What follows belongs to an exercise in optimizing a design on an open flow for small area and a short achievable clock period; a production flow would make more cautious choices.
The RTL was checked by simulation tests, not by an equivalence proof against the original design.
Power is estimated from default activity; no workload was simulated.

Setup of JK:
// executor
module executor (
    input  logic        clk,
    input  logic        nreset,
    input  logic        enable,
    input  logic [31:0] decoder_inst,
    input  logic [31:0] rn_value,
    input  logic [31:0] rd_rm_value,    
    input  logic [31:0] pc,
    output logic        ready,
    output logic [3:0]  cpsr,
    output logic        condition_passes,
    output logic [31:0] executor_inst,
    output logic        update_pc,
    output logic [31:0] new_pc,
    output logic        update_rd,
    output logic [31:0] rd_value
);
    logic [31:0] inst;
    logic [1:0]  fmt;
    assign inst = decoder_inst;
    assign fmt  = inst[27:26];
    logic cond_passes;
    condition_check u_condition_check (
        .flags  (cpsr),
        .cond   (inst[31:28]),
        .passes (condition_passes)
    );
    condition_check u_condition_internal (
        .flags  (cpsr),
        .cond   (inst[31:28]),
        .passes (cond_passes)
    );
    logic data_op;
    logic memory_op;
    logic branch_op;
    logic is_branch;
    assign data_op   = enable && (fmt == 2'd0);
    assign memory_op = enable && (fmt == 2'd1);
    assign branch_op = enable && (fmt == 2'd2);
    assign is_branch = cond_passes && branch_op;
    logic [31:0] shifted;
    logic [31:0] shifted_rev;
    logic        shift_lsl;
    operand_shifter u_operand_shifter (
        .rm_value   (rd_rm_value),
        .amount     (inst[11:7]),
        .shift_type (inst[6:5]),
        .lsl        (shift_lsl),
        .shifted    (shifted)
    );
    for (genvar i = 0; i < 32; i++) begin : g_rev
        assign shifted_rev[i] = shifted[31 - i];
    end
    logic [31:0] rotated_imm;
    assign rotated_imm = 32'({24'd0, inst[7:0], 24'd0, inst[7:0]} >> {inst[11:8], 1'b0});
    logic [29:0] link_word;
    logic [30:0] branch_sum;
    logic [31:0] branch_target;
    logic [31:0] link_value;
    assign link_word     = pc[31:2] + 30'd1;
    assign branch_sum    = {link_word, 1'b1} + {{6{inst[23]}}, inst[23:0], 1'b1};
    assign branch_target = {branch_sum[30:1], pc[1:0]};
    assign link_value    = {link_word, pc[1:0]};
    logic        link_op;
    logic [31:0] operand2;
    assign link_op = !data_op;
    operand_select #(.W(32)) u_operand2 (
        .imm      (link_op ? link_value : rotated_imm),
        .fwd      (shifted),
        .rev      (shifted_rev),
        .take_imm (inst[25] || link_op),
  ...
Size: ~9,700 cells after synthesis, roughly 240 I/O pins, roughly 97,000 µm² of cells after synthesis.
==> flow/config.mk <==
export PLATFORM = sky130hd
export DESIGN_NAME = executor
export DESIGN_NICKNAME = executor
export VERILOG_FILES = /design/flow/design.v
export SDC_FILE = /design/flow/constraint.sdc
export NUM_CORES = 8
export LEC_CHECK = 0
export CAP_MARGIN = 20
export CORE_MARGIN = 2
export CORE_UTILIZATION = 55
export CTS_CLUSTER_DIAMETER = 100
export CTS_CLUSTER_SIZE = 28
export PLACE_DENSITY = 0.65
export SETUP_SLACK_MARGIN = 5
export SLEW_MARGIN = 20
export SYNTH_HIERARCHICAL = 1
export TNS_END_PERCENT = 5
==> flow/constraint.sdc <==
create_clock -name core_clock -period 10.0 [get_ports {clk}]
set_input_delay 2.0000 -clock core_clock [delete_from_list [all_inputs] [get_ports {clk}]]
set_output_delay 2.0000 -clock core_clock [all_outputs]
set_load 0.01 [all_outputs]
standard.sh (not shown) runs the stock make flow with config.mk's settings and CLKGATE_MAP_FILE= SYNTH_SCRIPT=/design/flow/synth_recipe.tcl, a recipe that flattens the netlist after the stock synthesis.
==> flow/flow/run.sh <==
#!/bin/bash
# The standard layout (standard.sh), with two changes:
# - port buffers are a real buffer cell, not the delay cell buffer_ports
#   picks by default;
# - after synthesis every combinational cell is set to its smallest drive
#   (downsize.py), and placement and timing repair size up what needs it.
set -euo pipefail
export BUFFER_PORTS_ARGS="-buffer_cell sky130_fd_sc_hd__buf_2"
bash standard.sh synth > synth.log 2>&1
R=orfs/results/sky130hd/executor/base
python3 flow/downsize.py "$FLOW_HOME/platforms/sky130hd/lib/sky130_fd_sc_hd__tt_025C_1v80.lib" \
    $R/1_2_yosys.v $R/1_2_yosys_small.v > downsize.log 2>&1
mv $R/1_2_yosys_small.v $R/1_2_yosys.v
rm -f $R/1_synth.odb $R/1_synth.sdc
bash standard.sh > standard.log 2>&1
==> flow/flow/downsize.py <==
#!/usr/bin/env python3
"""Set every combinational cell of a netlist to the smallest drive of its type.

Reads the liberty file for cell areas; cells whose names differ only in the
drive suffix (_0, _1, _2, ...) share function and pins. Sequential cells,
tie cells and anything without a smaller variant are left alone. The placer
and the timing repair size cells up again where slew, load or timing need it.
usage: downsize.py LIB NETLIST_IN NETLIST_OUT
"""
import re
import sys

lib, src, dst = sys.argv[1:4]
text = open(lib).read()
area = {}
for m in re.finditer(r'cell\s*\(\s*"?(sky130_fd_sc_hd__\w+)"?\s*\)\s*\{\s*(.*?)area\s*:\s*([\d.]+)', text, re.S):
    area[m.group(1)] = float(m.group(3))

keep = ('df', 'edf', 'sdf', 'dl', 'sedf', 'conb', 'tap', 'fill', 'decap', 'lpflow', 'probe',
        'clkbuf', 'clkinv', 'clkdly', 'dlygate', 'dlymetal', 'buf', 'inv', 'bufinv', 'bufbuf')
groups = {}
for cell in area:
    m = re.match(r'sky130_fd_sc_hd__(\w+?)_(\d+)$', cell)
    if not m:
        continue
    base = m.group(1)
    if base.startswith(keep):
        continue
    groups.setdefault(base, []).append(cell)

best = {}
for base, cells in groups.items():
    # smallest area; among equal areas the larger drive
    cells.sort(key=lambda c: (area[c], -int(c.rsplit('_', 1)[1])))
    for c in cells:
        best[c] = cells[0]

count = 0
out = []
for line in open(src):
    m = re.match(r'(\s*)(sky130_fd_sc_hd__\w+)(\s.*)', line)
    if m and m.group(2) in best and best[m.group(2)] != m.group(2):
        line = m.group(1) + best[m.group(2)] + m.group(3) + '\n'
        count += 1
    out.append(line)
open(dst, 'w').write(''.join(out))
print(f'downsized {count} cells')
The flow did not stop early for JK: all stages ran, and the layout cleared the timing, DRC and antenna checks.
Changes in MS relative to JK:
Settings: SETUP_SLACK_MARGIN: 5 -> 4.8.
-- flow/flow/run.sh --
<<< JK, line 8
export BUFFER_PORTS_ARGS="-buffer_cell sky130_fd_sc_hd__buf_2"
>>> MS, line 8
export BUFFER_PORTS_ARGS="-buffer_cell sky130_fd_sc_hd__buf_4"
Notes after the runs:
MS closes out successfully: all stages finished, all timing, DRC and antenna checks passed.
Flip-flop and latch share of the layout cell area ended up 0.59 points higher on MS than on JK.
Relative contribution of the clock network to total power was higher in MS than in JK.
The final cell count without fillers reported for MS is smaller than that of JK by 0.52%.
MS vs. JK: number of hold buffers added after CTS essentially unchanged; signed area change from the synthesized netlist to the final layout now smaller; cell area after synthesis held steady; number of non-clock buffers decreased about 11%.
In the metrics for JK and MS, the one carrying the higher global-route wire length before repair is JK.


## job 393
Starting RTL as in the previous note.
==> flow/design.v (excerpt) <==
module executor (
    input  logic        clk,
    input  logic        nreset,
    input  logic        enable,
    input  logic [31:0] decoder_inst,
    input  logic [31:0] rn_value,
    input  logic [31:0] rd_rm_value,    
    input  logic [31:0] pc,
    output logic        ready,
    output logic [3:0]  cpsr,
    output logic        condition_passes,
    output logic [31:0] executor_inst,
    output logic        update_pc,
    output logic [31:0] new_pc,
    output logic        update_rd,
    output logic [31:0] rd_value
);
export LEC_CHECK = 0
export CAP_MARGIN = 20
export CORE_MARGIN = 2
export CORE_UTILIZATION = 55
export CTS_CLUSTER_DIAMETER = 100
export CTS_CLUSTER_SIZE = 28
export PLACE_DENSITY = 0.65
export SETUP_SLACK_MARGIN = 5
export SLEW_MARGIN = 20
export SYNTH_HIERARCHICAL = 1
export TNS_END_PERCENT = 1
create_clock -name core_clock -period 10.0 [get_ports {clk}]
==> flow/flow/run.sh <==
#!/bin/bash
# The standard layout (standard.sh), with two changes:
# - port buffers are a real buffer cell, not the delay cell buffer_ports
#   picks by default;
# - after synthesis every combinational cell is set to its smallest drive
#   (downsize.py), and placement and timing repair size up what needs it.
set -euo pipefail
export BUFFER_PORTS_ARGS="-buffer_cell sky130_fd_sc_hd__buf_4"
bash standard.sh synth > synth.log 2>&1
R=orfs/results/sky130hd/executor/base
python3 flow/downsize.py "$FLOW_HOME/platforms/sky130hd/lib/sky130_fd_sc_hd__tt_025C_1v80.lib" \
    $R/1_2_yosys.v $R/1_2_yosys_small.v > downsize.log 2>&1
mv $R/1_2_yosys_small.v $R/1_2_yosys.v
rm -f $R/1_synth.odb $R/1_synth.sdc
bash standard.sh > standard.log 2>&1
Scripts as last shown in full above: flow/flow/downsize.py
Job 393: PASS, flow complete, no timing, DRC or antenna violations
Changes in job 7386 relative to job 393:
Settings: SETUP_SLACK_MARGIN now 4.6, was 5; TNS_END_PERCENT now 5, was 1.
Data arrival time at the worst-slack endpoint, job 393 and job 7386, higher one = job 393.
Job 7386 against job 393: via count now sits lower; sum of met2 wire segment lengths after detailed routing moved down.

## port drivers added, routing unchanged
In the flow no input, the clock included, has a driving cell. The finished layouts below were timed again as built, in two steps. Step 1 sets driving cells, clkbuf_16 on the clock port and buf_2 on the other inputs (assumed; they add their load-dependent delay and slew). Step 2 moves the port delays by t, midway between the first and last clock arrival at a register: inputs arrive t later, outputs are due t later. That takes back most of the time a late clock gives input paths. a / b / c = ideal ports / drivers / drivers and shift; a / b = the first two.
run | t (ns) | slack for setup (ns) | worst setup path after step 2
JK | 0.885 | 4.488 / 4.472 / 3.640 | input to register
MS | 0.863 | 4.463 / 4.467 / 3.636 | input to register
job 393 | 0.874 | 4.163 / 4.208 / 3.334 | input to register
job 7386 | 0.862 | 4.265 / 4.313 / 3.451 | input to register
After both steps every run listed still meets setup and hold. For JK, which loses most, drivers alone change the setup slack by -0.016 ns; drivers and shift together by -0.848 ns.
